From an optimization exercise on the open Yosys and OpenROAD flow, aimed at small area, a short achievable clock period and few clock cycles per item; shortcuts taken in it are not production practice. In this exercise RTL edits were held to simulation tests only and were not proved equivalent to the original. Power and IR drop assume default switching activity.

`design/flow/flow/run.sh`:
```
#!/bin/bash
# The standard layout, except that clock tree synthesis inserts no dummy
# loads and the root and trunk use the larger clock buffer (the other
# arguments are the ones the standard flow derives from config.mk). Each
# goes to standard_flow.log here.
set -euo pipefail
CTS="-sink_clustering_enable -repair_clock_nets -sink_clustering_size 16 -sink_clustering_max_diameter 45 -buf_list sky130_fd_sc_hd__clkbuf_8 -root_buf sky130_fd_sc_hd__clkbuf_16 -tree_buf sky130_fd_sc_hd__clkbuf_16 -sink_clustering_buffer sky130_fd_sc_hd__clkbuf_8 -dont_use_dummy_load"
bash standard.sh finish "CTS_ARGS=$CTS" > standard_flow.log 2>&1
```
`design/flow/standard.sh`:
```
#!/bin/bash
# synth_recipe.tcl (not shown) runs the flow's synth.tcl, then flattens the netlist and writes it again
# the make line also repeats each setting of config.mk as NAME=value (left out here)
make -C /OpenROAD-flow-scripts/flow DESIGN_CONFIG=/design/flow/config.mk WORK_HOME=/design/flow/orfs CLKGATE_MAP_FILE= SYNTH_SCRIPT=/design/flow/synth_recipe.tcl "${@:-finish}"
```
`design/flow/config.mk`:
```
export PLATFORM = sky130hd
export DESIGN_NAME = preemptive_priority_scheduler
export DESIGN_NICKNAME = preemptive_priority_scheduler
export VERILOG_FILES = /design/flow/design.v
export SDC_FILE = /design/flow/constraint.sdc
export NUM_CORES = 4
export LEC_CHECK = 0
export CAP_MARGIN = 20
export CORE_MARGIN = 2
export CORE_UTILIZATION = 50
export CTS_BUF_LIST = sky130_fd_sc_hd__clkbuf_8
export CTS_CLUSTER_DIAMETER = 45
export CTS_CLUSTER_SIZE = 16
export SETUP_SLACK_MARGIN = 3.4
export SLEW_MARGIN = 20
```
`design/flow/constraint.sdc`:
```
create_clock -name core_clock -period 6.0 [get_ports {clk}]
set_input_delay 1.2000 -clock core_clock [delete_from_list [all_inputs] [get_ports {clk}]]
set_output_delay 1.2000 -clock core_clock [all_outputs]
set_load 0.01 [all_outputs]
```
`design/flow/design.v`:
```
package pps_pkg;
  localparam int LEVEL_COUNT = 5;
  localparam int QUEUE_DEPTH = 16;
  localparam int PID_BITS    = 16;
  localparam int PID_W    = 16;
  localparam int LVL_W    = 3;
  localparam int STATUS_W = 2;
  localparam int KEEP_W    = (PID_BITS < PID_W) ? PID_BITS : PID_W;
  localparam int LVL_IDX_W = (LEVEL_COUNT > 1) ? $clog2(LEVEL_COUNT) : 1;
  localparam int PTR_W     = (QUEUE_DEPTH > 1) ? $clog2(QUEUE_DEPTH) : 1;
  localparam int CNT_W     = $clog2(QUEUE_DEPTH + 1);
  localparam int ADDR_W    = LVL_IDX_W + PTR_W;
  localparam int RAM_DEPTH = LEVEL_COUNT << PTR_W;
  localparam logic CMD_READY   = 1'b0;
  localparam logic CMD_RELEASE = 1'b1;
  localparam logic [STATUS_W-1:0] STAT_OK       = 2'd0;
  localparam logic [STATUS_W-1:0] STAT_FULL     = 2'd1;
  localparam logic [STATUS_W-1:0] STAT_IDLE_REL = 2'd2;
  typedef struct packed {
    logic capture;
    logic exec;
    logic load_slot;
    logic publish;
  } pps_cmd_t;
  typedef struct packed {
    logic need_read;
  } pps_stat_t;
endpackage
import pps_pkg::*;
module preemptive_priority_scheduler (
  input  logic                          clk,
  input  logic                          rst_n,
  input  logic                          in_valid,
  output logic                          in_ready,
  input  logic                          in_cmd,
  input  logic [pps_pkg::PID_W-1:0]     in_process_id,
  input  logic [pps_pkg::LVL_W-1:0]     in_priority_level,
  output logic                          out_valid,
  input  logic                          out_ready,
  output logic                          out_running_valid,
  output logic [pps_pkg::PID_W-1:0]     out_running_pid,
  output logic [pps_pkg::LVL_W-1:0]     out_running_level,
  output logic                          out_preempt_flag,
  output logic [pps_pkg::PID_W-1:0]     out_preempted_pid,
  output logic [pps_pkg::STATUS_W-1:0]  out_status
);
  localparam int L = 5;
  localparam int D = 16;
  localparam int W = 16;
  logic         c0v, c1v;
  logic         c0_cmd, c1_cmd;
  logic [W-1:0] c0_pid, c1_pid;
  logic [2:0]   c0_lvl, c1_lvl;
  logic [2:0]   in_lvl_sat;
  logic         accept, proc;
  logic         ov;
  assign in_lvl_sat = (in_priority_level > 3'd4) ? 3'd4 : in_priority_level;
  assign in_ready   = rdy_r;
  assign accept     = in_valid && !c1v;
  assign proc       = c0v && (!ov || out_ready);
  assign out_valid  = ov;
  logic rdy_r, c1v_d;
  always_comb begin
    c1v_d = c1v;
    if (proc)      c1v_d = 1'b0;
    else if (c0v)  c1v_d = c1v || accept;
  end
  always_ff @(posedge clk) begin
    if (!rst_n) rdy_r <= 1'b1;
    else        rdy_r <= !c1v_d;
  end
  always_ff @(posedge clk) begin
    if (!rst_n) begin
      c0v <= 1'b0;
      c1v <= 1'b0;
      ov  <= 1'b0;
    end else begin
      ov <= proc || (ov && !out_ready);
      if (proc) begin
        c0v <= c1v || accept;
        c1v <= 1'b0;
      end else if (!c0v) begin
        c0v <= accept;
      end else begin
        c1v <= c1v || accept;
      end
    end
  end
  logic c0_en;
  assign c0_en = (proc || !c0v) && (c1v || in_valid);
  always_ff @(posedge clk) begin
    if (c0_en) begin
      c0_cmd <= c1v ? c1_cmd : in_cmd;
      c0_pid <= c1v ? c1_pid : in_process_id;
      c0_lvl <= c1v ? c1_lvl : in_lvl_sat;
    end
    if (accept) begin
      c1_cmd <= in_cmd;
      c1_pid <= in_process_id;
      c1_lvl <= in_lvl_sat;
    end
  end
  logic         busy;
  logic [W-1:0] slot_pid;
  logic [2:0]   slot_lvl;
  logic [3:0]   h_lo [L];
  logic [3:0]   h_hi [L];
  logic [3:0]   t_lo [L];
  logic [3:0]   t_hi [L];
  logic [L-1:0] ne, full;
  logic [D*W-1:0] mem [L];
  logic         is_rel;
  logic         preempt;
  logic [2:0]   push_lvl;
  logic [L-1:0] top_oh, push_oh;
  logic         any_ne, push_full;
  logic [2:0]   top_lvl;
  logic [W-1:0] rd;
  logic [W-1:0] rdl [L];
  assign is_rel   = c0_cmd;
  assign preempt  = busy && (c0_lvl > slot_lvl);
  assign push_lvl = preempt ? slot_lvl : c0_lvl;
  logic [W-1:0] wdata [L];
  always_comb
    for (int l = 0; l < L; l++) wdata[l] = (c0_lvl == 3'(l)) ? c0_pid : slot_pid;
  always_comb begin
    for (int l = 0; l < L; l++) begin
      push_oh[l] = (push_lvl == 3'(l));
      top_oh[l]  = ne[l];
      for (int k = l + 1; k < L; k++) top_oh[l] = top_oh[l] && !ne[k];
    end
    any_ne  = |ne;
    top_lvl = {ne[4], !ne[4] && (ne[3] || ne[2]), !ne[4] && (ne[3] || (!ne[2] && ne[1]))};
  end
  assign push_full = |(push_oh & full);
  always_comb begin
    rd = '0;
    for (int l = 0; l < L; l++) begin
      rdl[l] = '0;
      for (int i = 0; i < D; i++)
        if (h_hi[l][i/4] && h_lo[l][i%4]) rdl[l] = rdl[l] | mem[l][i*W +: W];
      if (top_oh[l]) rd = rd | rdl[l];
    end
  end
  logic         do_push, do_pop;
  logic [L-1:0] push_l, pop_l;
  assign do_push = proc && !is_rel && busy;
  assign do_pop  = proc && is_rel && busy;
  assign push_l  = {L{do_push}} & push_oh & ~full;
  assign pop_l   = {L{do_pop}} & top_oh;
  logic [3:0] t_lo_n [L];
  logic [3:0] t_hi_n [L];
  logic [3:0] h_lo_n [L];
  logic [3:0] h_hi_n [L];
  logic [L-1:0] tn_eq_h, hn_eq_t;
  always_comb begin
    for (int l = 0; l < L; l++) begin
      t_lo_n[l] = {t_lo[l][2:0], t_lo[l][3]};
      t_hi_n[l] = t_lo[l][3] ? {t_hi[l][2:0], t_hi[l][3]} : t_hi[l];
      h_lo_n[l] = {h_lo[l][2:0], h_lo[l][3]};
      h_hi_n[l] = h_lo[l][3] ? {h_hi[l][2:0], h_hi[l][3]} : h_hi[l];
      tn_eq_h[l] = |(t_lo_n[l] & h_lo[l]) && |(t_hi_n[l] & h_hi[l]);
      hn_eq_t[l] = |(h_lo_n[l] & t_lo[l]) && |(h_hi_n[l] & t_hi[l]);
    end
  end
  always_ff @(posedge clk) begin
    if (!rst_n) begin
      busy <= 1'b0;
      ne   <= '0;
      full <= '0;
      for (int l = 0; l < L; l++) begin
        h_lo[l] <= 4'b0001;
        h_hi[l] <= 4'b0001;
        t_lo[l] <= 4'b0001;
        t_hi[l] <= 4'b0001;
      end
    end else begin
      if (proc) begin
        if (is_rel) busy <= any_ne && busy;
        else        busy <= 1'b1;
      end
      for (int l = 0; l < L; l++) begin
        if (push_l[l]) begin
          t_lo[l] <= t_lo_n[l];
          t_hi[l] <= t_hi_n[l];
          ne[l]   <= 1'b1;
          full[l] <= tn_eq_h[l];
        end else if (pop_l[l]) begin
          h_lo[l] <= h_lo_n[l];
          h_hi[l] <= h_hi_n[l];
          ne[l]   <= !hn_eq_t[l];
          full[l] <= 1'b0;
        end
      end
    end
  end
  logic         slot_en, res_en;
  logic [W-1:0] slot_pid_d;
  logic [2:0]   slot_lvl_d;
  logic         pflag_d;
  logic [W-1:0] ppid_d;
  logic [1:0]   status_d;
  assign slot_en    = proc && (is_rel || !busy || preempt);
  assign slot_pid_d = is_rel ? rd : c0_pid;
  assign slot_lvl_d = is_rel ? top_lvl : c0_lvl;
  assign res_en     = proc;
  assign pflag_d    = !is_rel && preempt;
  assign ppid_d     = pflag_d ? slot_pid : '0;
  assign status_d   = (is_rel && !busy)              ? 2'd2 :
                      (!is_rel && busy && push_full) ? 2'd1 : 2'd0;
  always_ff @(posedge clk) begin
    if (proc) begin
      if (is_rel || !busy || preempt) begin
        slot_pid <= slot_pid_d;
        slot_lvl <= slot_lvl_d;
      end
    end
  end
  logic [W-1:0] o_pid;
  logic [2:0]   o_lvl;
  logic         o_pflag;
  logic [W-1:0] o_ppid;
  logic [1:0]   o_status;
  always_ff @(posedge clk) begin
    o_pid <= slot_en ? slot_pid_d : slot_pid;
    o_lvl <= slot_en ? slot_lvl_d : slot_lvl;
  end
  logic o_busy;
  always_ff @(posedge clk)
    o_busy <= proc ? (is_rel ? (any_ne && busy) : 1'b1) : busy;
  always_ff @(posedge clk) begin
    if (!rst_n) begin
      o_pflag  <= 1'b0;
      o_ppid   <= '0;
      o_status <= '0;
    end else if (res_en) begin
      o_pflag  <= pflag_d;
      o_ppid   <= ppid_d;
      o_status <= status_d;
    end
  end
  assign out_running_valid = o_busy;
  assign out_running_pid   = o_pid;
  assign out_running_level = o_lvl;
  assign out_preempt_flag  = o_pflag;
  assign out_preempted_pid = o_ppid;
  assign out_status        = o_status;
  always_ff @(posedge clk) begin
    for (int l = 0; l < L; l++)
      for (int i = 0; i < D; i++)
        if (!full[l] && t_hi[l][i/4] && t_lo[l][i%4]) mem[l][i*W +: W] <= wdata[l];
  end
endmodule
```
==> summary.txt, run 1 <==
Floorplanning
  – Initial Util: 0.506
  – I/O pins: 65
  – Area of the core: between 100000 and 150000 µm²
  – # rows: 122
  – Die area: 115000 µm²
  – Die Ht: 339 µm
  – Die Wd: about 340 µm

CTS
  – Worst-Skew Late Latency: 0.75 ns
  – Post-CTS Hold Buffers: 0
  – Root Driver: clkbuf_16
  – Clk slew on worst S/H paths: roughly 0.080 ns
  – Clock sink count: 1473
  – Clock buffer depth: 3
  – TritonCTS clock tree: yes
  – CTS Buf Count: 144
  – H-tree depth: 4

Critical path
  – CP bufs+invs: 3
  – CP required: about 6.6 ns
  – Most frequent CP cell: buf_6
  – R2r endpoint: o_pid[1]$_DFF_P_
  – Crit path kind: flop to flop
  – Critical-path top delay cell: a2111oi_4
  – CP arrival: 3.31 ns
  – Critical-path cell list: buf_6, clkinvlp_4, buf_6, o22ai_1, o41ai_2, a21oi_4, a2111oi_4, a21oi_2, mux2_4
  – R2R Setup Slk: roughly 3.3 ns
  – Family with the most delay on the worst path: compound AO/OA/AOI/OAI gates
  – Critical path capture point type: flop
  – R2R depth: 9
  – Startpoint class of the critical path: flop
  – Critical Path Fanout Max: 37
  – CP max stage delay: about 0.5 ns
  – R2r startpoint: h_lo[3][3]$_SDFFE_PN0P_

Synthesis
  – Synth async-reset ratio: 0
  – Register area share after synthesis: 0.764
  – Synthesized area: 56200 µm²
  – Yosys cell types: 63
  – Mapped Nets: 3533
  – Seq cells post-synth: 1473
  – Syn. warnings: 12
  – Post-synth EDFFs: 1339
  – Most used DFF post-synth: edfxtp_1
  – Avg Cell Area, Syn: 16.0 µm²
  – Post-Synthesis Cells: around 3500

Timing
  – Slew Limit Fails: 0
  – Final setup TNS: 0 ns
  – Relative slew slack: 0.228
  – WHS: 0.457 ns
  – Final Hold Vio Count: 0
  – Fin crit period: 2.72 ns
  – Setup Skew: 0.0982 ns
  – Max Clock Freq: 368 MHz
  – Final Cycle Share: 0.453
  – Least-Margin Pin Slew: 1.16 ns
  – # setup viols final: 0
  – RSZ-0062 raised after global routing: yes

Power and ir drop
  – Power Dens Cells: ~280 nW/µm²
  – Leakage: 19.7 nW
  – Peak supply drop: 0.242 mV
  – Total chip power: ~18 mW

GRT
  – Vias in the first global route: between 30000 and 40000
  – Routing usage on met2: 0.447
  – Largest net degree at the start of global routing: 60
  – Routing usage on met3: 0.0682
  – First-pass GRT wire length: about 240 mm
  – Gr ovfl total: 0
  – M1 GR Usage: 0.402
  – Initial antenna violation count: 6
  – All-Layer GR Usage: 0.288
  – GR peak layer: met2

Placement
  – Port bufs: 64
  – Hpwl dp: 98.4 mm
  – Routability cong.: between 0.8 and 0.9
  – Placed Instance Area: 58600 µm²

Layout
  – NumNets Final: around 3700
  – # fillers: 8468
  – Design area: ~63000 µm²
  – Synth-to-layout area growth: 12.6%
  – Ratio of cells with drive above 1 in the final layout: 0.198
  – Core Util, Final: 0.570

Drt
  – Routed length per instance: between 30 and 40 µm
  – DR pass1 iterations: 8
  – Post-route DRC: 0
  – Post-Route WL: 171 mm
  – Final ANT Viol Nets: 0
  – Vias/cell: 6.81
  – Initial DRC count: 5318
  – DR vias: 35200

Run
  – Max-Cap Viols: 0

Min path
  – Min-Delay Endpoint: o_status[1]$_SDFFE_PN0P_
  – Hold Path Depth: 2
  – Hold WC Path Type: flop to flop
  – Hold_sp: o_status[1]$_SDFFE_PN0P_

Outcome
  – Status: finished clean
-- registers in the layout, summed over array words and instances (netlist names), 5 cells and up --
| name | flops |
|---|---|
| mem | 1280 |
| t_lo | 20 |
| t_hi | 20 |
| h_hi | 20 |
| c1_pid | 16 |
| ne | 5 |
| slot_pid | 16 |
| h_lo | 20 |
| o_ppid | 16 |
| full | 5 |
| o_pid | 16 |
| c0_pid | 16 |
-- metal layers --
metal	share of wire	vias up
met3	0.11	316
met4	0.034	2
li1	-	14600
met1	0.39	18000
met5	0.000076	-
met2	0.46	2235
-- layout make-up --
class | count | area, µm² | area share
inverter | 49 | 287 | 0.00453
clock buffer | 144 | 2170 | 0.0344
multi-input combinational | 1737 | 13100 | 0.208
timing repair inverter | 1 | 5.00 | 0.0000792
timing repair buffer | 269 | 2740 | 0.0433
tap | 1488 | 1860 | 0.0295
antenna | 1 | 2.50 | 0.0000396
sequential | 1473 | 43000 | 0.681
-- power breakdown --
part / internal, mW / total [mW] / switching [mW] / leakage [nW]
clock: 2.39 / 5.54 / 3.14 / 1.12
combinational: 0.241 / 0.730 / 0.490 / 5.30
sequential: 11.4 / 11.5 / 0.138 / 13.3
-- metrics by stage --
stage | setup slack (ns) | std cells
6_report | 3.28 | 5162
5_1_grt | 3.26 | 5161
4_1_cts | 3.32 | 5107
3_5_place_dp | 1.79 | 4909
3_3_place_gp | 1.90 | 4903
2_1_floorplan | 3.34 | 3506
-- Yosys cell counts (11+ instances only) --
master,n,area share
edfxtp_1,1339,0.72
a22oi_1,346,0.046
a21oi_1,177,0.016
clkbuf_1,168,0.011
a222oi_1,161,0.029
dfxtp_1,134,0.048
nor2_1,125,0.0084
nand2_1,121,0.0081
mux2_2,118,0.024
o22ai_1,97,0.011
nand3_1,88,0.0078
and2_1,85,0.0095
a22o_1,77,0.012
o21ai_0,59,0.0053
buf_1,57,0.0038
inv_1,36,0.0024
nor4_1,34,0.0038
mux2i_1,33,0.0059
nor2b_1,29,0.0032
a221oi_1,25,0.0039
buf_2,23,0.0021
nor3_1,23,0.0021
o221ai_1,15,0.0023
o31ai_1,15,0.0020
clkinv_1,12,0.00080
o41ai_1,12,0.0019
o211ai_1,11,0.0015
-- worst reg2reg max path: stages, from the launching register on --
cell and delay [ns]:
dfxtp_1 0.31, buf_6 0.22, clkinvlp_4 0.15, buf_6 0.20, o22ai_1 0.16, o41ai_2 0.48
a21oi_4 0.18, a2111oi_4 0.51, a21oi_2 0.14, mux2_4 0.28
-- logic make-up after synthesis --
logic type      count (synthesis)  synth area share
compound gates               1041             0.137
mux                           151            0.0295
flops                        1473             0.764
fa+ha+maj                       3          0.000669
buf+inv                       297            0.0204
simple gates                  541            0.0482
-- layout by cell type, fill, tap and decap left out, types with 13 or more instances in the layout --
master / count
dfxtp_4: 29
mux2_2: 115
nand2_1: 116
mux2i_1: 30
buf_12: 19
nand3_1: 87
a222oi_1: 161
nor4_4: 14
dfxtp_1: 80
edfxtp_1: 1339
a21oi_1: 173
nor2b_1: 26
dfxtp_2: 25
clkdlybuf4s15_2: 16
a22oi_1: 345
nor2_1: 120
buf_4: 140
buf_8: 13
buf_6: 24
clkbuf_8: 127
a221oi_1: 22
o21ai_0: 52
a22o_1: 77
clkinvlp_4: 22
and2_2: 27
and2_1: 57
nor3_1: 18
o22ai_1: 91
inv_1: 14
clkbuf_16: 23
nor4_2: 14
clkdlybuf4s50_1: 21
-- repair_timing --
action	CTS	global route
pin swaps	24	53
cloned	3	7
resized for setup	322	97
setup buffers	51	46
setup endpoints to repair	201	82
-- worst max-delay path by stage --
stage	depth (start not counted)	slack (ns)	to	from
after floorplan	7	3.34	t_hi[0][0]$_SDFFE_PN1P_	out_ready
after global placement	7	1.90	h_hi[1][2]$_SDFFE_PN0P_	out_ready
after detailed placement	8	1.79	h_hi[0][0]$_SDFFE_PN1P_	out_ready
after CTS	6	3.32	o_pid[1]$_DFF_P_	ne[3]$_SDFFE_PN0P_
after global routing	9	3.26	o_pid[1]$_DFF_P_	h_lo[3][3]$_SDFFE_PN0P_
final	9	3.28	o_pid[1]$_DFF_P_	h_lo[3][3]$_SDFFE_PN0P_
Testbench counts, summed over its fixed seeds: cycles 32,016, items 32,000.
==> run 2: changes to the inputs <==
==> design/flow/flow/run.sh (replaced) <==
#!/bin/bash
# The standard layout, except for the clock tree synthesis arguments below:
# no dummy loads are inserted (the other arguments are the ones the
# standard flow derives from config.mk). Each tool's output goes to its log
# under orfs/logs; make's own output goes to standard_flow.log here.
set -euo pipefail
CTS="-sink_clustering_enable -repair_clock_nets -sink_clustering_size 30 -sink_clustering_max_diameter 60 -buf_list sky130_fd_sc_hd__clkbuf_16 -dont_use_dummy_load"
bash standard.sh finish "CTS_ARGS=$CTS" > standard_flow.log 2>&1
--- a/design/flow/config.mk
+++ b/design/flow/config.mk
@@ -8,8 +8,8 @@
 export CAP_MARGIN = 20
 export CORE_MARGIN = 2
 export CORE_UTILIZATION = 50
-export CTS_BUF_LIST = sky130_fd_sc_hd__clkbuf_8
-export CTS_CLUSTER_DIAMETER = 45
-export CTS_CLUSTER_SIZE = 16
+export CTS_BUF_LIST = sky130_fd_sc_hd__clkbuf_16
+export CTS_CLUSTER_DIAMETER = 60
+export CTS_CLUSTER_SIZE = 30
 export SETUP_SLACK_MARGIN = 3.4
 export SLEW_MARGIN = 20
==> run 2 against run 1 <==
Net effect: utilization grew 0.22 points; cell count shrank 1.0%; design area grew 0.38%; hold slack gained 0.0078 ns; critical path depth shrank 2; critical path type unchanged.
==> summary.txt, run 2 <==
Critical path
  – R2r startpoint: h_lo[3][1]$_SDFFE_PN0P_
  – Crit path kind: flop to flop
  – R2r endpoint: o_pid[9]$_DFF_P_
  – R2R depth: 7 (-2)
  – Startpoint class of the critical path: flop
  – Critical-path top delay cell: a221oi_4
  – R2R Setup Slk: 3.31 ns (+0.03 ns)
  – Critical-path cell list: buf_12, a222oi_1, o22ai_1, or3_4, a221oi_4, a41oi_2, mux2_2
  – Critical Path Fanout Max: 39 (+5.4%)
  – CP arrival: 3.26 ns (-0.05 ns)
  – CP max stage delay: 0.48 ns (-0.03 ns)
  – CP required: 6.57 ns (-0.03 ns)
  – Critical path capture point type: flop

Timing
  – Least-Margin Pin Slew: 1.20 ns (+0.0372 ns)
  – Max Clock Freq: 372 MHz (+1.2%)
  – Final setup TNS: 0 ns (unchanged)
  – Relative slew slack: 0.203 (-0.0248)
  – # setup viols final: 0 (unchanged)
  – Final Cycle Share: 0.448 (-0.00544)
  – RSZ-0062 raised after global routing: yes
  – Setup Skew: 0.0559 ns (-0.0424 ns)
  – Final Hold Vio Count: 0 (unchanged)
  – Final worst slack: 3.31 ns (+0.0326 ns)
  – Fin crit period: 2.69 ns (-0.0326 ns)
  – Slew Limit Fails: 0 (unchanged)

Floorplanning
  – # rows: 122 (unchanged)
  – Initial Util: 0.506 (unchanged)
  – Die Ht: 339 µm (unchanged)
  – Area of the core: 111000 µm² (unchanged)
  – I/O pins: 65 (unchanged)
  – Die area: 115000 µm² (unchanged)
  – Die Wd: 339 µm (unchanged)

Synthesis
  – Most used DFF post-synth: edfxtp_1
  – Complex-gate fraction of the synthesized area: 0.137 (unchanged)
  – Post-Synthesis Cells: 3506 (unchanged)
  – Synthesized-area fraction occupied by adder cells: 0.000668 (unchanged)
  – Post-synthesis cell type with the largest combined area: edfxtp_1
  – Synthesized area: 56200 µm² (unchanged)
  – Seq cells post-synth: 1473 (unchanged)
  – Post-synth top cells: edfxtp_1, a22oi_1, a21oi_1, clkbuf_1, a222oi_1
  – Area contributors post-synth: edfxtp_1, dfxtp_1, a22oi_1, a222oi_1, mux2_2
  – Register area share after synthesis: 0.764 (unchanged)
  – Count leader, synth: edfxtp_1
  – Mapped Nets: 3533 (unchanged)
  – Post-synthesis mux area share: 0.0295 (unchanged)
  – Avg Cell Area, Syn: 16.0 µm² (unchanged)
  – Synth async-reset ratio: 0 (unchanged)
  – Post-synth EDFFs: 1339 (unchanged)
  – Syn. warnings: 12 (unchanged)
  – Simple-gate share of the synthesized area: 0.0482 (unchanged)
  – Dominant combinational cell family by area after synthesis: compound AO/OA/AOI/OAI gates
  – Post-Synth XOR/XNOR Area: 0 (unchanged)
  – Yosys cell types: 63 (unchanged)
  – Post-synth top area share: 0.716 (unchanged)

GRT
  – Initial antenna violation count: 9 (+3)
  – All-Layer GR Usage: 0.286 (-0.00264)
  – Largest net degree at the start of global routing: 60 (unchanged)
  – Vias in the first global route: 33500 (-0.72%)
  – Gr ovfl total: 0 (unchanged)
  – First-pass GRT wire length: 238 mm (-0.61%)

Min path
  – Hold_sp: o_status[1]$_SDFFE_PN0P_
  – Hold Path Depth: 2 (unchanged)
  – Min-Delay Endpoint: o_status[1]$_SDFFE_PN0P_
  – Hold WC Path Type: flop to flop

Placement
  – Hpwl dp: 98.4 mm (unchanged)
  – Setup WS pre-CTS: 1.79 ns (unchanged)
  – Routability cong.: 0.876 (unchanged)
  – Port bufs: 64 (unchanged)

Power and ir drop
  – Total chip power: 18.6 mW (+4.3%)
  – Power Dens Cells: 292 nW/µm² (+3.9%)
  – Leakage: 19.9 nW (+0.58%)
  – Peak supply drop: 0.214 mV (-12%)

Layout
  – NumNets Final: 3649 (-1.4%)
  – Most common cell after layout, fill and taps aside: edfxtp_1
  – Ratio of cells with drive above 1 in the final layout: 0.179 (-0.0189)
  – Max FFs per register: 1280 (unchanged)
  – Commonest cells after routing, fill and taps aside: edfxtp_1, a22oi_1, a21oi_1, a222oi_1, buf_4
  – Core Util, Final: 0.572 (+0.00218)
  – Largest register by flop count: mem
  – Synth-to-layout area growth: 13.0%

Drt
  – Post-route DRC: 0 (unchanged)
  – Routed length per instance: 33.2 µm (about the same)
  – Detail Route met2 WL: 77.9 mm (-1.7%)
  – Post-Route WL: 169 mm (-1.0%)
  – Met1 Wirelength: 66.7 mm (-0.42%)
  – Initial DRC count: 5252 (-1.2%)
  – Final ANT Viol Nets: 0 (unchanged)
  – Met3 routed WL: 18.7 mm (-2.8%)
  – DR pass1 iterations: 9 (+1)
  – Top Layer Used: met5
  – Vias/cell: 6.81 (about the same)
  – DR vias: 34800 (-1.1%)

CTS
  – H-tree depth: 3 (-1)
  – Worst-Skew Late Latency: 0.72 ns (-0.03 ns)
  – TritonCTS clock tree: yes
  – Clk slew on worst S/H paths: 0.05 ns (-0.03 ns)
  – Clock sink count: 1473 (unchanged)
  – Root Driver: clkbuf_16
  – CTS Buf Count: 106 (-26%)
  – Clock buffer depth: 3 (unchanged)

Run
  – Max-Cap Viols: 0 (unchanged)

Outcome
  – Status: finished clean
==> run 2: cell counts after synthesis <==
Identical to the previous run, type by type.
==> run 2: area by class of cell <==
class | instances | area, µm²
Inverter | 49 | 289
Multi-Input combinational cell | 1737 | 13100
Clock buffer | 106 | 2650
Timing Repair Buffer | 255 | 2580
Fill cell | 8420 | 47500
Sequential cell | 1473 | 43000
Tap cell | 1488 | 1860
Antenna cell | 1 | 2.50
==> run 2: timing repair <==
item	in CTS	in global routing
gates cloned	2	3
hold buffers	0	0
endpoints found under the setup margin	201	81
endpoints found under the hold margin	0	0
buffers inserted	58	28
gates resized for setup	288	83
pin swaps	21	45
==> run 2: worst max-delay path by stage <==
| stage | from | end | slack, ns |
|---|---|---|---|
| finish | h_lo[3][1]$_SDFFE_PN0P_ | o_pid[9]$_DFF_P_ | 3.31 |
| detailed placement | out_ready | h_hi[0][0]$_SDFFE_PN1P_ | 1.79 |
| global placement | out_ready | h_hi[1][2]$_SDFFE_PN0P_ | 1.90 |
| floorplan | out_ready | t_hi[0][0]$_SDFFE_PN1P_ | 3.34 |
| CTS | h_hi[2][3]$_SDFFE_PN0P_ | o_pid[1]$_DFF_P_ | 3.31 |
| global route | c0_lvl[0]$_DFFE_PP_ | t_lo[0][2]$_SDFFE_PN0P_ | 3.28 |
==> run 2: routing by layer <==
metal,track usage,vias up
li1,-,14500
met1,0.404,17700
met2,0.445,2200
met3,0.0557,318
met4,0.0976,2
met5,0.00776,-
==> run 2: worst max-delay path: cells and delay by family (launching register included) <==
family	cells	cell delay [ns]
AOI/OAI and AO/OA	4	1.20
and+or+nand+nor	1	0.47
DFF	1	0.37
buffers and inverters	1	0.20
muxes	1	0.30
==> run 2: cell families (layout without fill, tap and decap cells) <==
kind of cell | after synthesis | after routing
DFF | 1473 | 1473
AOI/OAI and AO/OA | 1041 | 1041
and+or+nand+nor | 541 | 542
buffers and inverters | 297 | 410
muxes | 151 | 151
adders and majority gates | 3 | 3
other | 0 | 1
==> run 2: metrics by stage <==
| stage | std cells | area (µm²) | hold slack (ns) |
|---|---|---|---|
| after floorplan | 3506 | 56200 | 0.456 |
| after global placement | 4903 | 58500 | 0.443 |
| after detailed placement | 4909 | 58600 | 0.449 |
| after CTS | 5075 | 62700 | 0.456 |
| after global routing | 5108 | 63500 | 0.491 |
| final | 5109 | 63500 | 0.464 |
==> run 2: power by group <==
part | switching, mW | internal (mW) | total, mW
registers | 0.137 | 11.4 | 11.5
clock network | 3.20 | 3.10 | 6.30
logic | 0.486 | 0.239 | 0.726
==> run 3: changes to the inputs <==
--- a/design/flow/design.v
+++ b/design/flow/design.v
@@ -51,10 +51,13 @@
   logic         c0_cmd, c1_cmd;
   logic [W-1:0] c0_pid, c1_pid;
   logic [2:0]   c0_lvl, c1_lvl;
+  logic [4:0]   c0_oh, c1_oh, in_oh;
   logic [2:0]   in_lvl_sat;
   logic         accept, proc;
   logic         ov;
   assign in_lvl_sat = (in_priority_level > 3'd4) ? 3'd4 : in_priority_level;
+  always_comb
+    for (int l = 0; l < 5; l++) in_oh[l] = (in_lvl_sat == 3'(l));
   assign in_ready   = rdy_r;
   assign accept     = in_valid && !c1v;
   assign proc       = c0v && (!ov || out_ready);
@@ -93,16 +96,19 @@
       c0_cmd <= c1v ? c1_cmd : in_cmd;
       c0_pid <= c1v ? c1_pid : in_process_id;
       c0_lvl <= c1v ? c1_lvl : in_lvl_sat;
+      c0_oh  <= c1v ? c1_oh : in_oh;
     end
     if (accept) begin
       c1_cmd <= in_cmd;
       c1_pid <= in_process_id;
       c1_lvl <= in_lvl_sat;
+      c1_oh  <= in_oh;
     end
   end
   logic         busy;
   logic [W-1:0] slot_pid;
   logic [2:0]   slot_lvl;
+  logic [L-1:0] slot_oh, slot_gt;    
   logic [3:0]   h_lo [L];
   logic [3:0]   h_hi [L];
   logic [3:0]   t_lo [L];
@@ -111,21 +117,19 @@
   logic [D*W-1:0] mem [L];
   logic         is_rel;
   logic         preempt;
-  logic [2:0]   push_lvl;
   logic [L-1:0] top_oh, push_oh;
   logic         any_ne, push_full;
   logic [2:0]   top_lvl;
   logic [W-1:0] rd;
   logic [W-1:0] rdl [L];
   assign is_rel   = c0_cmd;
-  assign preempt  = busy && (c0_lvl > slot_lvl);
-  assign push_lvl = preempt ? slot_lvl : c0_lvl;
+  assign preempt  = busy && |(c0_oh & slot_gt);
   logic [W-1:0] wdata [L];
   always_comb
-    for (int l = 0; l < L; l++) wdata[l] = (c0_lvl == 3'(l)) ? c0_pid : slot_pid;
+    for (int l = 0; l < L; l++) wdata[l] = c0_oh[l] ? c0_pid : slot_pid;
   always_comb begin
     for (int l = 0; l < L; l++) begin
-      push_oh[l] = (push_lvl == 3'(l));
+      push_oh[l] = preempt ? slot_oh[l] : c0_oh[l];
       top_oh[l]  = ne[l];
       for (int k = l + 1; k < L; k++) top_oh[l] = top_oh[l] && !ne[k];
     end
@@ -208,11 +212,19 @@
   assign ppid_d     = pflag_d ? slot_pid : '0;
   assign status_d   = (is_rel && !busy)              ? 2'd2 :
                       (!is_rel && busy && push_full) ? 2'd1 : 2'd0;
+  logic [L-1:0] slot_oh_d, slot_gt_d;
+  always_comb begin
+    slot_oh_d = is_rel ? top_oh : c0_oh;
+    slot_gt_d[0] = 1'b0;
+    for (int l = 1; l < L; l++) slot_gt_d[l] = slot_gt_d[l-1] || slot_oh_d[l-1];
+  end
   always_ff @(posedge clk) begin
     if (proc) begin
       if (is_rel || !busy || preempt) begin
         slot_pid <= slot_pid_d;
         slot_lvl <= slot_lvl_d;
+        slot_oh  <= slot_oh_d;
+        slot_gt  <= slot_gt_d;
       end
     end
   end
==> design/flow/flow/run.sh (replaced) <==
#!/bin/bash
# The standard layout, except for the clock tree synthesis arguments below:
# no dummy loads are inserted (the other arguments are the ones the
# standard flow derives from config.mk). Each tool's output goes to its log
# under orfs/logs; make's own output goes to standard_flow.log here.
set -euo pipefail
CTS="-sink_clustering_enable -repair_clock_nets -sink_clustering_size 16 -sink_clustering_max_diameter 45 -buf_list sky130_fd_sc_hd__clkbuf_8 -root_buf sky130_fd_sc_hd__clkbuf_16 -tree_buf sky130_fd_sc_hd__clkbuf_16 -sink_clustering_buffer sky130_fd_sc_hd__clkbuf_8 -dont_use_dummy_load"
bash standard.sh finish "CTS_ARGS=$CTS" > standard_flow.log 2>&1
--- a/design/flow/config.mk
+++ b/design/flow/config.mk
@@ -8,8 +8,8 @@
 export CAP_MARGIN = 20
 export CORE_MARGIN = 2
 export CORE_UTILIZATION = 50
-export CTS_BUF_LIST = sky130_fd_sc_hd__clkbuf_16
-export CTS_CLUSTER_DIAMETER = 60
-export CTS_CLUSTER_SIZE = 30
+export CTS_BUF_LIST = sky130_fd_sc_hd__clkbuf_8
+export CTS_CLUSTER_DIAMETER = 45
+export CTS_CLUSTER_SIZE = 16
 export SETUP_SLACK_MARGIN = 3.4
 export SLEW_MARGIN = 20
==> run 3 against run 2 <==
Net effect: clock-buffer cell count up 40; design area is 0.36% lower; fmax rose by 2.6%; power decreased by 2.1%; critical endpoint is now slot_pid[15]$_DFFE_PP_.
==> summary.txt, run 3 <==
Layout
  – Most common cell after layout, fill and taps aside: edfxtp_1
  – Core Util, Final: 0.562 (-0.00981)
  – # fillers: 8605 (+2.2%)
  – Commonest cells after routing, fill and taps aside: edfxtp_1, a22oi_1, nor2_1, a222oi_1, a21oi_1
  – Synth-to-layout area growth: 11.4%
  – NumNets Final: 3691 (+1.2%)
  – Ratio of cells with drive above 1 in the final layout: 0.178 (-0.00166)
  – Largest register by flop count: mem
  – Max FFs per register: 1280 (unchanged)
  – Final non-filler cell total: 5174 (+1.3%)

Synthesis
  – Register area share after synthesis: 0.765 (+0.00144)
  – Post-Synth XOR/XNOR Area: 0 (unchanged)
  – Post-synthesis cell type with the largest combined area: edfxtp_1
  – Synthesized area: 56800 µm² (+1.1%)
  – Synth async-reset ratio: 0 (unchanged)
  – Syn. warnings: 12 (unchanged)
  – Area contributors post-synth: edfxtp_1, a22oi_1, dfxtp_1, a222oi_1, mux2_2
  – Seq cells post-synth: 1491 (+1.2%)
  – Avg Cell Area, Syn: 16.0 µm² (about the same)
  – Mapped Nets: 3565 (+0.91%)
  – Dominant combinational cell family by area after synthesis: compound AO/OA/AOI/OAI gates
  – Simple-gate share of the synthesized area: 0.0456 (-0.00260)
  – Yosys cell types: 63 (unchanged)
  – Post-synthesis mux area share: 0.0307 (+0.00116)
  – Synthesized-area fraction occupied by adder cells: 0 (-0.000668)
  – Complex-gate fraction of the synthesized area: 0.138 (+0.000663)
  – Post-synth top cells: edfxtp_1, a22oi_1, clkbuf_1, nor2_1, a21oi_1
  – Post-synth EDFFs: 1357 (+1.3%)
  – Count leader, synth: edfxtp_1
  – Post-synth top area share: 0.718 (+0.00195)
  – Post-Synthesis Cells: 3541 (+1.0%)
  – Most used DFF post-synth: edfxtp_1

CTS
  – TritonCTS clock tree: yes
  – Clock sink count: 1491 (+1.2%)
  – CTS Buf Count: 146 (+38%)
  – Root Driver: clkbuf_16
  – Clock buffer depth: 3 (unchanged)
  – Worst-Skew Late Latency: 0.73 ns (about the same)
  – H-tree depth: 4 (+1)
  – Clk slew on worst S/H paths: 0.09 ns (+0.04 ns)

Timing
  – # setup viols final: 0 (unchanged)
  – Least-Margin Pin Slew: 1.26 ns (+0.0617 ns)
  – Final Cycle Share: 0.436 (-0.0113)
  – RSZ-0062 raised after global routing: yes
  – Fin crit period: 2.62 ns (-0.0679 ns)
  – Max Clock Freq: 382 MHz (+2.6%)
  – Relative slew slack: 0.162 (-0.0411)
  – Final worst slack: 3.38 ns (+0.0679 ns)
  – Setup Skew: 0.0764 ns (+0.0206 ns)
  – Final setup TNS: 0 ns (unchanged)
  – Final Hold Vio Count: 0 (unchanged)
  – Slew Limit Fails: 0 (unchanged)

Min path
  – Hold Path Depth: 1 (-1)
  – Hold WC Path Type: flop to flop
  – Min-Delay Endpoint: o_pflag$_SDFFE_PN0P_
  – Hold_sp: o_pflag$_SDFFE_PN0P_

Critical path
  – Family with the most delay on the worst path: compound AO/OA/AOI/OAI gates
  – CP required: 6.46 ns (-0.11 ns)
  – Critical Path Fanout Max: 24 (-38%)
  – CP max stage delay: 0.82 ns (+0.34 ns)
  – Crit path kind: flop to flop
  – Critical-path top delay cell: o41ai_1
  – Startpoint class of the critical path: flop
  – Critical-path cell list: buf_4, clkinvlp_4, buf_4, o22ai_1, o41ai_1, and3_4, a21oi_1
  – R2R Setup Slk: 3.38 ns (+0.07 ns)
  – R2r endpoint: slot_pid[15]$_DFFE_PP_
  – R2R depth: 7 (unchanged)
  – R2r startpoint: h_lo[4][1]$_SDFFE_PN0P_
  – Number of cells on the critical path: 7 (unchanged)
  – CP bufs+invs: 3 (+2)
  – Critical path capture point type: flop
  – Most frequent CP cell: buf_4
  – CP arrival: 3.08 ns (-0.18 ns)

Floorplanning
  – Initial Util: 0.504 (-0.00152)
  – I/O pins: 65 (unchanged)
  – Die Wd: 341 µm (+0.53%)
  – Die Ht: 341 µm (+0.53%)
  – # rows: 123 (+0.82%)
  – Area of the core: 112000 µm² (+1.4%)
  – Die area: 116000 µm² (+1.1%)

GRT
  – Largest net degree at the start of global routing: 52 (-13%)
  – GR peak layer: met2
  – Initial antenna violation count: 10 (+1)
  – All-Layer GR Usage: 0.292 (+0.00595)
  – Routing usage on met3: 0.0589 (+0.00319)
  – First-pass GRT wire length: 242 mm (+1.6%)
  – Gr ovfl total: 0 (unchanged)
  – M1 GR Usage: 0.416 (+0.0118)
  – Vias in the first global route: 33400 (-0.16%)
  – Routing usage on met2: 0.443 (-0.00191)

Placement
  – Routability cong.: 0.900 (+2.8%)
  – Hpwl dp: 98.6 mm (+0.25%)
  – Setup WS pre-CTS: 1.71 ns (-0.0779 ns)
  – Placed Cells: 4961 (+1.1%)
  – Port bufs: 64 (unchanged)

Drt
  – Final ANT Viol Nets: 0 (unchanged)
  – DR vias: 35000 (+0.74%)
  – Post-Route WL: 172 mm (+1.7%)
  – Post-route DRC: 0 (unchanged)
  – Vias/cell: 6.77 (-0.53%)
  – DR pass1 iterations: 7 (-2)
  – Initial DRC count: 5459 (+3.9%)
  – Routed length per instance: 33.3 µm (+0.43%)

Power and ir drop
  – Clock power share: 0.308 (-0.031)
  – Power Dens Cells: 287 nW/µm² (-1.8%)
  – Total chip power: 18.2 mW (-2.1%)
  – Switching share of power: 0.214 (+0.00824)
  – Sequential Power Share: 0.648 (+0.026)
  – Internal power: 14.3 mW (-3.2%)
  – Combinational Power Share: 0.043 (+0.004)
  – Sw power: 3.89 mW (+1.8%)
  – Leakage: 19.8 nW (-0.10%)
  – Peak supply drop: 0.230 mV (+7.6%)

Run
  – Max-Cap Viols: 0 (unchanged)

Outcome
  – Status: finished clean
-- run 3: cell count changes after synthesis, sizes merged, moves of 30 or more --
cell    previous run  this run
a22o              77        47
a21boi             2        38
a22oi            346       392
nand3             88        37
clkbuf           168       200
nor2             125       194
-- run 3: per-layer routing --
layer | vias up | part of all wire | routed length [µm]
met3 | 327 | 0.11 | 18900
met4 | 4 | 0.038 | 6620
met5 | - | 0.00019 | 32
met1 | 17900 | 0.40 | 68800
li1 | 14600 | - | -
met2 | 2204 | 0.45 | 78000
-- run 3: area by class of cell --
cell class | count | area (µm²) | area share
Antenna cell | 9 | 22.5 | 0.000356
Clock buffer | 146 | 2200 | 0.0348
Timing Repair inverter | 1 | 7.51 | 0.000119
Tap cell | 1500 | 1880 | 0.0297
Timing Repair Buffer | 229 | 2250 | 0.0355
Multi-Input combinational cell | 1751 | 13100 | 0.207
Inverter | 47 | 243 | 0.00384
Sequential cell | 1491 | 43600 | 0.689
-- run 3: how the worst max path moves through the flow --
| stage | endpoint | slack, ns | startpoint |
|---|---|---|---|
| 6_report | slot_pid[15]$_DFFE_PP_ | 3.38 | h_lo[4][1]$_SDFFE_PN0P_ |
| 5_1_grt | slot_pid[7]$_DFFE_PP_ | 3.31 | h_hi[0][1]$_SDFFE_PN0P_ |
| 4_1_cts | slot_pid[9]$_DFFE_PP_ | 3.38 | h_lo[2][0]$_SDFFE_PN1P_ |
| 3_5_place_dp | o_lvl[0]$_DFF_P_ | 1.71 | out_ready |
| 3_3_place_gp | o_lvl[0]$_DFF_P_ | 1.83 | out_ready |
| 2_1_floorplan | t_hi[3][0]$_SDFFE_PN1P_ | 3.34 | out_ready |
-- run 3: stage by stage --
step	instance area (µm²)	hold slack, ns
after floorplan	56800	0.449
after global placement	59100	0.460
after detailed placement	59200	0.459
after CTS	62700	0.473
after global routing	63200	0.499
final	63200	0.479
-- run 3: cells by family (layout without fill, tap and decap cells) --
| family | after synthesis | count (layout) |
|---|---|---|
| mux | 160 | 160 |
| other cells | 0 | 9 |
| buf+inv | 300 | 423 |
| simple gates | 539 | 539 |
| compound gates | 1051 | 1052 |
| flops | 1491 | 1491 |
-- run 3: power groups by stage --
stage | registers, mW | clock network (mW) | logic [mW]
CTS | 11.8 | 5.69 | 0.757
detailed placement | 12.0 | 0 | 0.714
global route | 11.8 | 6.06 | 0.838
global placement | 12.0 | 0 | 0.679
finish | 11.8 | 5.60 | 0.786
floorplan | 11.9 | 0 | 0.427
-- run 3: timing repair --
action                     CTS  global route
buffers inserted            36            13
hold buffers                 0             0
resized for setup          296            83
cloned                       4             1
setup endpoints to repair  197            65
pin swaps                   17            31
Testbench counts of run 3, summed over its fixed seeds: cycles 32,016, items 32,000.
==> run 4: changes to the inputs <==
--- a/design/flow/config.mk
+++ b/design/flow/config.mk
@@ -11,5 +11,5 @@
 export CTS_BUF_LIST = sky130_fd_sc_hd__clkbuf_8
 export CTS_CLUSTER_DIAMETER = 45
 export CTS_CLUSTER_SIZE = 16
-export SETUP_SLACK_MARGIN = 3.4
+export SETUP_SLACK_MARGIN = 3.5
 export SLEW_MARGIN = 20
==> run 4 against run 3 <==
Net effect: synthesized cell count stayed put; utilization is 0.38 points higher; critical path depth is 1 higher; first-iteration DRC count is 13% higher; fmax is 3.3% higher; die area stayed put; via count is 1.7% higher; clock skew is 0.0040 ns lower; global-route usage is 0.87 points higher; setup slack better by 0.084 ns.
==> summary.txt, run 4 <==
Drt
  – Post-Route WL: 177 mm (+2.6%)
  – Post-route DRC: 0 (unchanged)
  – Routed length per instance: 33.9 µm (+1.7%)
  – Final ANT Viol Nets: 0 (unchanged)
  – Vias/cell: 6.82 (+0.82%)
  – DR vias: 35600 (+1.7%)
  – Initial DRC count: 6178 (+13%)
  – DR pass1 iterations: 8 (+1)

Layout
  – Synth-to-layout area growth: 12.2%
  – Design area: 63700 µm² (+0.68%)
  – Commonest cells after routing, fill and taps aside: edfxtp_1, a22oi_1, nor2_1, a222oi_1, a21oi_1
  – Final non-filler cell total: 5217 (+0.83%)
  – Max FFs per register: 1280 (unchanged)
  – Core Util, Final: 0.566 (+0.00380)
  – Largest register by flop count: mem
  – Ratio of cells with drive above 1 in the final layout: 0.201 (+0.0230)
  – NumNets Final: 3729 (+1.0%)
  – Most common cell after layout, fill and taps aside: edfxtp_1

Floorplanning
  – # rows: 123 (unchanged)
  – Die area: 116000 µm² (unchanged)
  – Die Ht: 341 µm (unchanged)
  – I/O pins: 65 (unchanged)
  – Area of the core: 112000 µm² (unchanged)
  – Die Wd: 341 µm (unchanged)
  – Initial Util: 0.504 (unchanged)

Power and ir drop
  – Peak supply drop: 0.227 mV (-1.6%)
  – Leakage: 20.1 nW (+1.3%)
  – Power Dens Cells: 287 nW/µm² (-0.12%)
  – Total chip power: 18.3 mW (+0.55%)

Synthesis
  – Post-synthesis mux area share: 0.0307 (unchanged)
  – Simple-gate share of the synthesized area: 0.0456 (unchanged)
  – Post-synth EDFFs: 1357 (unchanged)
  – Synthesized area: 56800 µm² (unchanged)
  – Synthesized-area fraction occupied by adder cells: 0 (unchanged)
  – Seq cells post-synth: 1491 (unchanged)
  – Count leader, synth: edfxtp_1
  – Complex-gate fraction of the synthesized area: 0.138 (unchanged)
  – Register area share after synthesis: 0.765 (unchanged)
  – Post-synthesis cell type with the largest combined area: edfxtp_1
  – Avg Cell Area, Syn: 16.0 µm² (unchanged)
  – Post-synth top area share: 0.718 (unchanged)
  – Syn. warnings: 12 (unchanged)
  – Most used DFF post-synth: edfxtp_1
  – Yosys cell types: 63 (unchanged)
  – Post-Synth XOR/XNOR Area: 0 (unchanged)
  – Area contributors post-synth: edfxtp_1, a22oi_1, dfxtp_1, a222oi_1, mux2_2
  – Dominant combinational cell family by area after synthesis: compound AO/OA/AOI/OAI gates
  – Post-synth top cells: edfxtp_1, a22oi_1, clkbuf_1, nor2_1, a21oi_1
  – Mapped Nets: 3565 (unchanged)
  – Synth async-reset ratio: 0 (unchanged)
  – Post-Synthesis Cells: 3541 (unchanged)

GRT
  – Gr ovfl total: 0 (unchanged)
  – First-pass GRT wire length: 249 mm (+2.9%)
  – Vias in the first global route: 34300 (+2.4%)
  – Largest net degree at the start of global routing: 76 (+46%)
  – Initial antenna violation count: 13 (+3)
  – All-Layer GR Usage: 0.300 (+0.00872)

Placement
  – Port bufs: 64 (unchanged)
  – Placed Cells: 4964 (+0.060%)
  – Hpwl dp: 101 mm (+2.5%)
  – Routability cong.: 0.899 (-0.12%)
  – Setup WS pre-CTS: 2.11 ns (+0.399 ns)
  – Placed Instance Area: 59200 µm² (about the same)

Timing
  – Final Cycle Share: 0.422 (-0.0140)
  – Final Hold Vio Count: 0 (unchanged)
  – RSZ-0062 raised after global routing: yes
  – Setup Skew: 0.0724 ns (-0.00402 ns)
  – Final worst slack: 3.47 ns (+0.0840 ns)
  – WHS: 0.486 ns (+0.00677 ns)
  – Final setup TNS: 0 ns (unchanged)
  – Slew Limit Fails: 0 (unchanged)
  – Relative slew slack: 0.155 (-0.00657)
  – Max Clock Freq: 395 MHz (+3.3%)
  – # setup viols final: 0 (unchanged)
  – Fin crit period: 2.53 ns (-0.0840 ns)
  – Least-Margin Pin Slew: 1.27 ns (+0.00986 ns)

CTS
  – Clk slew on worst S/H paths: 0.09 ns (about the same)
  – H-tree depth: 4 (unchanged)
  – Root Driver: clkbuf_16
  – Clock sink count: 1491 (unchanged)
  – Clock buffer depth: 3 (unchanged)
  – TritonCTS clock tree: yes
  – Worst-Skew Late Latency: 0.74 ns (about the same)
  – CTS Buf Count: 149 (+2.1%)

Critical path
  – Family with the most delay on the worst path: simple AND/OR/NAND/NOR gates
  – CP arrival: 2.98 ns (-0.10 ns)
  – Crit path kind: flop to flop
  – CP max stage delay: 0.49 ns (-0.33 ns)
  – R2R Setup Slk: 3.47 ns (+0.08 ns)
  – CP required: 6.45 ns (about the same)
  – Startpoint class of the critical path: flop
  – CP bufs+invs: 3 (unchanged)
  – Critical path capture point type: flop
  – Critical-path cell list: buf_6, inv_1, buf_4, nor2_1, nor4_4, o22ai_2, a211oi_2, a21oi_1
  – Critical Path Fanout Max: 17 (-29%)
  – Critical-path top delay cell: nor4_4

Outcome
  – Status: finished clean

Run
  – Max-Cap Viols: 0 (unchanged)

Min path
  – Hold WC Path Type: flop to flop
==> run 4: cell count changes in the layout (fill, tap and decap cells not counted), moves of 5 or more <==
cell             change
buf_4               +30
and2_2              +11
diode_2              +5
dfxtp_1             -15
clkdlybuf4s15_2     -13
and2_1              -10
buf_2               +31
buf_6               +10
buf_8                +6
clkdlybuf4s15_1      -8
clkbuf_2            -13
dfxtp_4             +17
==> run 4: area by class of cell <==
| class | count | area (µm²) |
|---|---|---|
| Antenna cell | 14 | 35.0 |
| Clock buffer | 149 | 2240 |
| Fill cell | 8599 | 48800 |
| Inverter | 47 | 256 |
| Multi-Input combinational cell | 1750 | 13200 |
| Sequential cell | 1491 | 43600 |
| Tap cell | 1500 | 1880 |
| Timing Repair Buffer | 266 | 2430 |
==> run 4: per-layer routing <==
metal  wire length, µm  up-vias  share of wire  GRT usage
met3             20900      439           0.12     0.0690
met4              8690        4          0.049      0.136
li1                  -    14700              -          -
met2             78200     2419           0.44      0.446
met5                22        -        0.00012          0
met1             69000    18100           0.39      0.425
==> run 4: final timing paths <==
path / from / to / cells past startpoint
setup / recovery: h_lo[1][2]$_SDFFE_PN0P_ / slot_pid[10]$_DFFE_PP_ / 8
hold / removal: slot_lvl[0]$_DFFE_PP_ / o_lvl[0]$_DFF_P_ / 1
setup reg to reg: h_lo[1][2]$_SDFFE_PN0P_ / slot_pid[10]$_DFFE_PP_ / 8
hold reg to reg: slot_lvl[0]$_DFFE_PP_ / o_lvl[0]$_DFF_P_ / 1
==> run 4: cell families after synthesis <==
family                 count (synthesis)
AOI/OAI and AO/OA                   1051
buffers and inverters                300
DFF                                 1491
muxes                                160
and+or+nand+nor                      539
==> run 4: power by group <==
group | leakage [nW] | internal (mW) | switching (mW) | total, mW
Sequential | 13.5 | 11.6 | 0.188 | 11.8
Clock | 1.16 | 2.47 | 3.20 | 5.67
Combinational | 5.42 | 0.261 | 0.550 | 0.811
==> run 4: repair_timing <==
action,in CTS,in global routing
hold endpoints to repair,0,0
cloned,1,1
resized for setup,451,60
hold buffers,0,0
buffers inserted,71,16
endpoints found under the setup margin,210,69
pin swaps,47,42
==> run 5: changes to the inputs <==
--- a/design/flow/config.mk
+++ b/design/flow/config.mk
@@ -11,5 +11,5 @@
 export CTS_BUF_LIST = sky130_fd_sc_hd__clkbuf_8
 export CTS_CLUSTER_DIAMETER = 45
 export CTS_CLUSTER_SIZE = 16
-export SETUP_SLACK_MARGIN = 3.5
+export SETUP_SLACK_MARGIN = 3.6
 export SLEW_MARGIN = 20
==> run 5 against run 4 <==
Net effect: still clean; sequential share of layout area down 1.6 points; design area increased by 2.4%; first-iteration DRC count is 3.9% lower; clock power barely moved; routed wire length is 1.1% higher; synthesized area unchanged; global-route usage up 0.39 points; via count increased by 1.1%; largest power group unchanged.
==> summary.txt, run 5 <==
Critical path
  – Critical path capture point type: flop
  – CP required: 6.48 ns (+0.03 ns)
  – Crit path kind: flop to flop
  – Crit path from: h_lo[2][0]$_SDFFE_PN1P_
  – R2r startpoint: h_lo[2][0]$_SDFFE_PN1P_
  – R2R Setup Slk: 3.38 ns (-0.09 ns)
  – Critical Path Fanout Max: 10 (-7)
  – Startpoint class of the critical path: flop
  – R2r endpoint: slot_pid[8]$_DFFE_PP_
  – R2R depth: 8 (unchanged)
  – CP arrival: 3.10 ns (+0.12 ns)

Drt
  – Routed length per instance: 33.8 µm (-0.15%)
  – Post-route DRC: 0 (unchanged)
  – Initial DRC count: 5936 (-3.9%)
  – Post-Route WL: 179 mm (+1.1%)
  – Vias/cell: 6.81 (-0.17%)
  – Final ANT Viol Nets: 0 (unchanged)
  – DR vias: 36000 (+1.1%)
  – DR pass1 iterations: 8 (unchanged)

Synthesis
  – Syn. warnings: 12 (unchanged)
  – Seq cells post-synth: 1491 (unchanged)
  – Register area share after synthesis: 0.765 (unchanged)
  – Synthesized-area fraction occupied by adder cells: 0 (unchanged)
  – Synthesized area: 56800 µm² (unchanged)
  – Post-Synth XOR/XNOR Area: 0 (unchanged)
  – Post-synth EDFFs: 1357 (unchanged)
  – Post-synth top area share: 0.718 (unchanged)
  – Count leader, synth: edfxtp_1
  – Synth async-reset ratio: 0 (unchanged)
  – Post-Synthesis Cells: 3541 (unchanged)
  – Yosys cell types: 63 (unchanged)
  – Avg Cell Area, Syn: 16.0 µm² (unchanged)
  – Simple-gate share of the synthesized area: 0.0456 (unchanged)
  – Most used DFF post-synth: edfxtp_1
  – Post-synth top cells: edfxtp_1, a22oi_1, clkbuf_1, nor2_1, a21oi_1
  – Post-synthesis cell type with the largest combined area: edfxtp_1
  – Area contributors post-synth: edfxtp_1, a22oi_1, dfxtp_1, a222oi_1, mux2_2
  – Complex-gate fraction of the synthesized area: 0.138 (unchanged)
  – Dominant combinational cell family by area after synthesis: compound AO/OA/AOI/OAI gates
  – Post-synthesis mux area share: 0.0307 (unchanged)
  – Mapped Nets: 3565 (unchanged)

CTS
  – Worst-Skew Late Latency: 0.73 ns (about the same)
  – H-tree depth: 4 (unchanged)
  – Root Driver: clkbuf_16
  – CTS Buf Count: 149 (unchanged)
  – TritonCTS clock tree: yes
  – Post-CTS Hold Buffers: 0 (unchanged)
  – Clock sink count: 1491 (unchanged)
  – Clk slew on worst S/H paths: 0.10 ns (about the same)
  – Clock buffer depth: 3 (unchanged)

GRT
  – First-pass GRT wire length: 251 mm (+0.76%)
  – Vias in the first global route: 34600 (+1.0%)
  – Largest net degree at the start of global routing: 76 (unchanged)
  – Gr ovfl total: 0 (unchanged)
  – All-Layer GR Usage: 0.304 (+0.00386)
  – Initial antenna violation count: 14 (+1)

Layout
  – Max FFs per register: 1280 (unchanged)
  – Final non-filler cell total: 5281 (+1.2%)
  – NumNets Final: 3790 (+1.6%)
  – Synth-to-layout area growth: 14.8%
  – Most common cell after layout, fill and taps aside: edfxtp_1
  – Design area: 65200 µm² (+2.4%)
  – Commonest cells after routing, fill and taps aside: edfxtp_1, a22oi_1, nor2_1, buf_4, a222oi_1
  – Ratio of cells with drive above 1 in the final layout: 0.220 (+0.0191)
  – Largest register by flop count: mem
  – # fillers: 8478 (-1.4%)

Floorplanning
  – Area of the core: 112000 µm² (unchanged)
  – Die Wd: 341 µm (unchanged)
  – Die area: 116000 µm² (unchanged)
  – # rows: 123 (unchanged)
  – Initial Util: 0.504 (unchanged)
  – Die Ht: 341 µm (unchanged)
  – I/O pins: 65 (unchanged)

Min path
  – Hold_sp: o_ppid[3]$_SDFFE_PN0P_
  – Min-Delay Endpoint: o_ppid[3]$_SDFFE_PN0P_
  – Hold WC Path Type: flop to flop
  – Hold Path Depth: 1 (unchanged)

Timing
  – Final worst slack: 3.38 ns (-0.0889 ns)
  – Setup Skew: 0.0611 ns (-0.0114 ns)
  – Final Hold Vio Count: 0 (unchanged)
  – WHS: 0.489 ns (+0.00360 ns)
  – RSZ-0062 raised after global routing: yes
  – Slew Limit Fails: 0 (unchanged)
  – Max Clock Freq: 381 MHz (-3.4%)
  – Final Cycle Share: 0.437 (+0.0148)
  – # setup viols final: 0 (unchanged)
  – Final setup TNS: 0 ns (unchanged)
  – Least-Margin Pin Slew: 1.19 ns (-0.0744 ns)
  – Relative slew slack: 0.205 (+0.0496)
  – Fin crit period: 2.62 ns (+0.0889 ns)

Run
  – Max-Cap Viols: 0 (unchanged)

Placement
  – Hpwl dp: 98.8 mm (-2.3%)
  – Placed Instance Area: 59200 µm² (about the same)
  – Port bufs: 64 (unchanged)
  – Routability cong.: 0.874 (-2.8%)
  – Placed Cells: 4959 (-0.10%)
  – Setup WS pre-CTS: 1.73 ns (-0.379 ns)

Outcome
  – Status: finished clean

Power and ir drop
  – Power Dens Cells: 281 nW/µm² (-2.1%)
  – Peak supply drop: 0.218 mV (-4.1%)
  – Leakage: 20.7 nW (+2.9%)
## run 5: changes by cell type in the layout (fill, tap and decap cells not counted), sizes merged
cell         delta
a21oi           +1
clkinv          +2
bufbuf          +7
clkbuf          +2
dlygate4sd2     -1
buf            +50
inv             +2
diode           +3
o21ai           +1
clkinvlp        -3
## run 5: critical path, stage by stage, from the launching register on
cell	delay, ns
dfxtp_4	0.40
bufbuf_16	0.29
a222oi_1	0.36
nor2_1	0.14
nor4_4	0.51
o22ai_4	0.21
a2111oi_4	0.22
buf_4	0.18
a21oi_2	0.05
## run 5: area by class of cell
type | instances | area (µm²) | area share
sequential | 1491 | 43600 | 0.669
multi-input combinational | 1752 | 13500 | 0.208
timing repair buffer | 324 | 3600 | 0.0553
clock buffer | 149 | 2240 | 0.0344
tap | 1500 | 1880 | 0.0288
inverter | 47 | 230 | 0.00353
antenna | 17 | 42.5 | 0.000653
timing repair inverter | 1 | 7.51 | 0.000115
## run 5: cell families (layout without fill, tap and decap cells)
family | Yosys count | in the layout
other | 0 | 17
DFF | 1491 | 1491
muxes | 160 | 160
buffers and inverters | 300 | 521
AOI/OAI and AO/OA | 1051 | 1053
and+or+nand+nor | 539 | 539
## run 5: per-stage QoR
stage | power [mW] | utilization
6_report | 18.3 | 0.579
5_1_grt | 18.8 | 0.579
4_1_cts | 18.3 | 0.575
3_5_place_dp | 12.7 | 0.526
3_3_place_gp | 12.7 | 0.526
2_1_floorplan | 12.3 | -
## run 5: per-layer routing
metal,vias to the layer above,share of wire,GRT usage
met5,-,0.00039,0
met4,7,0.042,0.127
met3,421,0.12,0.0780
met2,2455,0.45,0.458
met1,18300,0.39,0.423
li1,14800,-,-
## run 5: what timing repair did
action,4_1_cts,5_1_grt
pin swaps,95,55
setup buffers,119,18
gates cloned,17,1
resized for setup,565,63
endpoints found under the setup margin,238,109
hold endpoints to repair,0,0
## run 5: how the worst max path moves through the flow
stage                         endpoint  cells after the start
2_1_floorplan  t_hi[3][0]$_SDFFE_PN1P_                      7
3_3_place_gp          o_pid[6]$_DFF_P_                      8
3_5_place_dp          o_pid[6]$_DFF_P_                      8
4_1_cts          slot_pid[8]$_DFFE_PP_                      8
5_1_grt          slot_pid[7]$_DFFE_PP_                      9
6_report         slot_pid[8]$_DFFE_PP_                      8
## run 5: power breakdown
| group | switching [mW] | leakage [nW] | internal (mW) | total [mW] |
|---|---|---|---|---|
| registers | 0.196 | 13.5 | 11.6 | 11.8 |
| clock network | 3.20 | 1.16 | 2.47 | 5.67 |
| logic | 0.554 | 6.01 | 0.293 | 0.847 |
==> run 6: changes to the inputs <==
==> design/flow/flow/run.sh (replaced) <==
#!/bin/bash
# The standard layout, except for the clock tree synthesis arguments below:
# no dummy loads are inserted (the other arguments are the ones the
# standard flow derives from config.mk). Each tool's output goes to its log
# under orfs/logs; make's own output goes to standard_flow.log here.
set -euo pipefail
CTS="-sink_clustering_enable -repair_clock_nets -sink_clustering_size 16 -sink_clustering_max_diameter 45 -buf_list sky130_fd_sc_hd__clkbuf_8 -dont_use_dummy_load"
bash standard.sh finish "CTS_ARGS=$CTS" > standard_flow.log 2>&1
--- a/design/flow/config.mk
+++ b/design/flow/config.mk
@@ -11,5 +11,5 @@
 export CTS_BUF_LIST = sky130_fd_sc_hd__clkbuf_8
 export CTS_CLUSTER_DIAMETER = 45
 export CTS_CLUSTER_SIZE = 16
-export SETUP_SLACK_MARGIN = 3.6
+export SETUP_SLACK_MARGIN = 3.4
 export SLEW_MARGIN = 20
==> run 6 against run 5 <==
Net effect: clock power fell by 6.2%; critical endpoint is now slot_pid[10]$_DFFE_PP_; sequential power barely moved; hold slack got worse by 0.035 ns; power fell by 2.2%; critical path type unchanged; synthesized area did not move; non-clock buffer count fell by 67; via count fell by 2.8%; sequential share of layout area rose by 1.9 points; clock skew rose by 0.029 ns; design area fell by 2.8%; utilization fell by 1.6 points; register-to-register slack got worse by 0.02 ns; highest routed layer unchanged.
==> summary.txt, run 6 <==
Outcome
  – Status: finished clean

Timing
  – # setup viols final: 0 (unchanged)
  – Slew Limit Fails: 0 (unchanged)
  – Setup Skew: 0.0902 ns (+0.0292 ns)
  – RSZ-0062 raised after global routing: yes
  – Fin crit period: 2.64 ns (+0.0152 ns)
  – Least-Margin Pin Slew: 1.23 ns (+0.0353 ns)
  – Final worst slack: 3.36 ns (-0.0152 ns)
  – Final Hold Vio Count: 0 (unchanged)
  – Final Cycle Share: 0.440 (+0.00253)

Layout
  – Final non-filler cell total: 5201 (-1.5%)
  – Most common cell after layout, fill and taps aside: edfxtp_1
  – Max FFs per register: 1280 (unchanged)
  – NumNets Final: 3719 (-1.9%)
  – # fillers: 8607 (+1.5%)
  – Ratio of cells with drive above 1 in the final layout: 0.190 (-0.0302)
  – Largest register by flop count: mem

Floorplanning
  – Die area: 116000 µm² (unchanged)
  – Initial Util: 0.504 (unchanged)
  – # rows: 123 (unchanged)
  – Area of the core: 112000 µm² (unchanged)
  – Die Wd: 341 µm (unchanged)

Synthesis
  – Count leader, synth: edfxtp_1
  – Post-synth top area share: 0.718 (unchanged)
  – Yosys cell types: 63 (unchanged)
  – Area contributors post-synth: edfxtp_1, a22oi_1, dfxtp_1, a222oi_1, mux2_2
  – Avg Cell Area, Syn: 16.0 µm² (unchanged)
  – Post-Synthesis Cells: 3541 (unchanged)
  – Synthesized area: 56800 µm² (unchanged)
  – Register area share after synthesis: 0.765 (unchanged)
  – Synth async-reset ratio: 0 (unchanged)
  – Post-synth top cells: edfxtp_1, a22oi_1, clkbuf_1, nor2_1, a21oi_1

GRT
  – Gr ovfl total: 0 (unchanged)
  – M1 GR Usage: 0.414 (-0.00915)
  – All-Layer GR Usage: 0.292 (-0.0119)
  – GR peak layer: met2
  – Routing usage on met3: 0.0608 (-0.0172)
  – Initial antenna violation count: 11 (-3)
  – Vias in the first global route: 33600 (-3.0%)
  – Routing usage on met2: 0.448 (-0.00978)
  – First-pass GRT wire length: 243 mm (-3.3%)
  – Largest net degree at the start of global routing: 52 (-32%)

Critical path
  – CP arrival: 3.19 ns (+0.09 ns)
  – Startpoint class of the critical path: flop
  – Critical path capture point type: flop
  – Critical-path top delay cell: nor4_2
  – Crit path kind: flop to flop
  – CP max stage delay: 0.39 ns (-0.12 ns)
  – Critical Path Fanout Max: 8 (-2)
  – Family with the most delay on the worst path: compound AO/OA/AOI/OAI gates

CTS
  – Clock sink count: 1491 (unchanged)
  – H-tree depth: 4 (unchanged)
  – Clk slew on worst S/H paths: 0.08 ns (-0.02 ns)
  – TritonCTS clock tree: yes
  – Clock buffer depth: 3 (unchanged)

Power and ir drop
  – Power Dens Cells: 282 nW/µm² (+0.54%)
  – Leakage: 20.0 nW (-3.4%)

Drt
  – Routed length per instance: 33.3 µm (-1.6%)
  – Final ANT Viol Nets: 0 (unchanged)
  – DR vias: 35000 (-2.8%)
  – Initial DRC count: 5922 (-0.24%)
  – Post-route DRC: 0 (unchanged)
  – DR pass1 iterations: 9 (+1)
  – Vias/cell: 6.73 (-1.3%)
  – Post-Route WL: 173 mm (-3.1%)

Placement
  – Routability cong.: 0.900 (+3.0%)
  – Placed Cells: 4961 (+0.040%)
  – Setup WS pre-CTS: 1.71 ns (-0.0197 ns)
  – Port bufs: 64 (unchanged)
  – Hpwl dp: 98.6 mm (-0.18%)

Min path
  – Hold WC Path Type: flop to flop
## run 6: cell counts after synthesis
Identical to the previous run, type by type.
## run 6: path summary, 6_finish.rpt
check                           from                endpoint  slack (ns)  cells after the start
min reg2reg     o_pflag$_SDFFE_PN0P_    o_pflag$_SDFFE_PN0P_        0.45                      1
max          h_lo[2][0]$_SDFFE_PN1P_  slot_pid[10]$_DFFE_PP_        3.36                      8
min             o_pflag$_SDFFE_PN0P_    o_pflag$_SDFFE_PN0P_        0.45                      1
max reg2reg  h_lo[2][0]$_SDFFE_PN1P_  slot_pid[10]$_DFFE_PP_        3.36                      8
## run 6: power breakdown
group          switching, mW  total (mW)  internal [mW]
combinational          0.538       0.800          0.262
sequential             0.184        11.8           11.6
clock                   3.15        5.32           2.16
total                   3.87        17.9           14.0
## run 6: layer usage
layer	share of wire	routed length, µm
met2	0.46	79000
met1	0.40	68700
met4	0.036	6190
met3	0.11	19300
met5	0.00018	32
## run 6: through the flow
step	cell area, µm²	hold WS [ns]	total power, mW
3_5_place_dp	59200	0.459	12.7
5_1_grt	63300	0.471	18.4
4_1_cts	62700	0.457	17.9
6_report	63400	0.454	17.9
3_3_place_gp	59100	0.460	12.7
2_1_floorplan	56800	0.449	12.3
## run 6: logic make-up after synthesis
logic type | share of synthesized area
buffers and inverters | 0.0204
AOI/OAI and AO/OA | 0.138
DFF | 0.765
muxes | 0.0307
and+or+nand+nor | 0.0456
## run 6: layout make-up
class | count | area (µm²) | share of cell area
diodes | 8 | 20.0 | 0.000316
clock buffers | 146 | 2010 | 0.0317
inverters | 47 | 241 | 0.00381
multi-input cells | 1751 | 13100 | 0.207
flip-flops and latches | 1491 | 43600 | 0.688
well taps | 1500 | 1880 | 0.0296
repair buffers | 257 | 2510 | 0.0396
repair inverters | 1 | 7.51 | 0.000118
## run 6: what timing repair did
item | CTS | global route
setup buffers | 53 | 21
hold buffers | 0 | 0
cloned | 5 | 1
pin swaps | 19 | 35
resized for setup | 420 | 64
endpoints found under the setup margin | 174 | 54

Check on run 6: ideal ports give 3.363 ns setup slack; a clkbuf_16 on the clock port and buf_2 on the inputs give 3.363 ns; moving port delays by the midpoint clock arrival (0.877 ns) as well gives 2.862 ns.
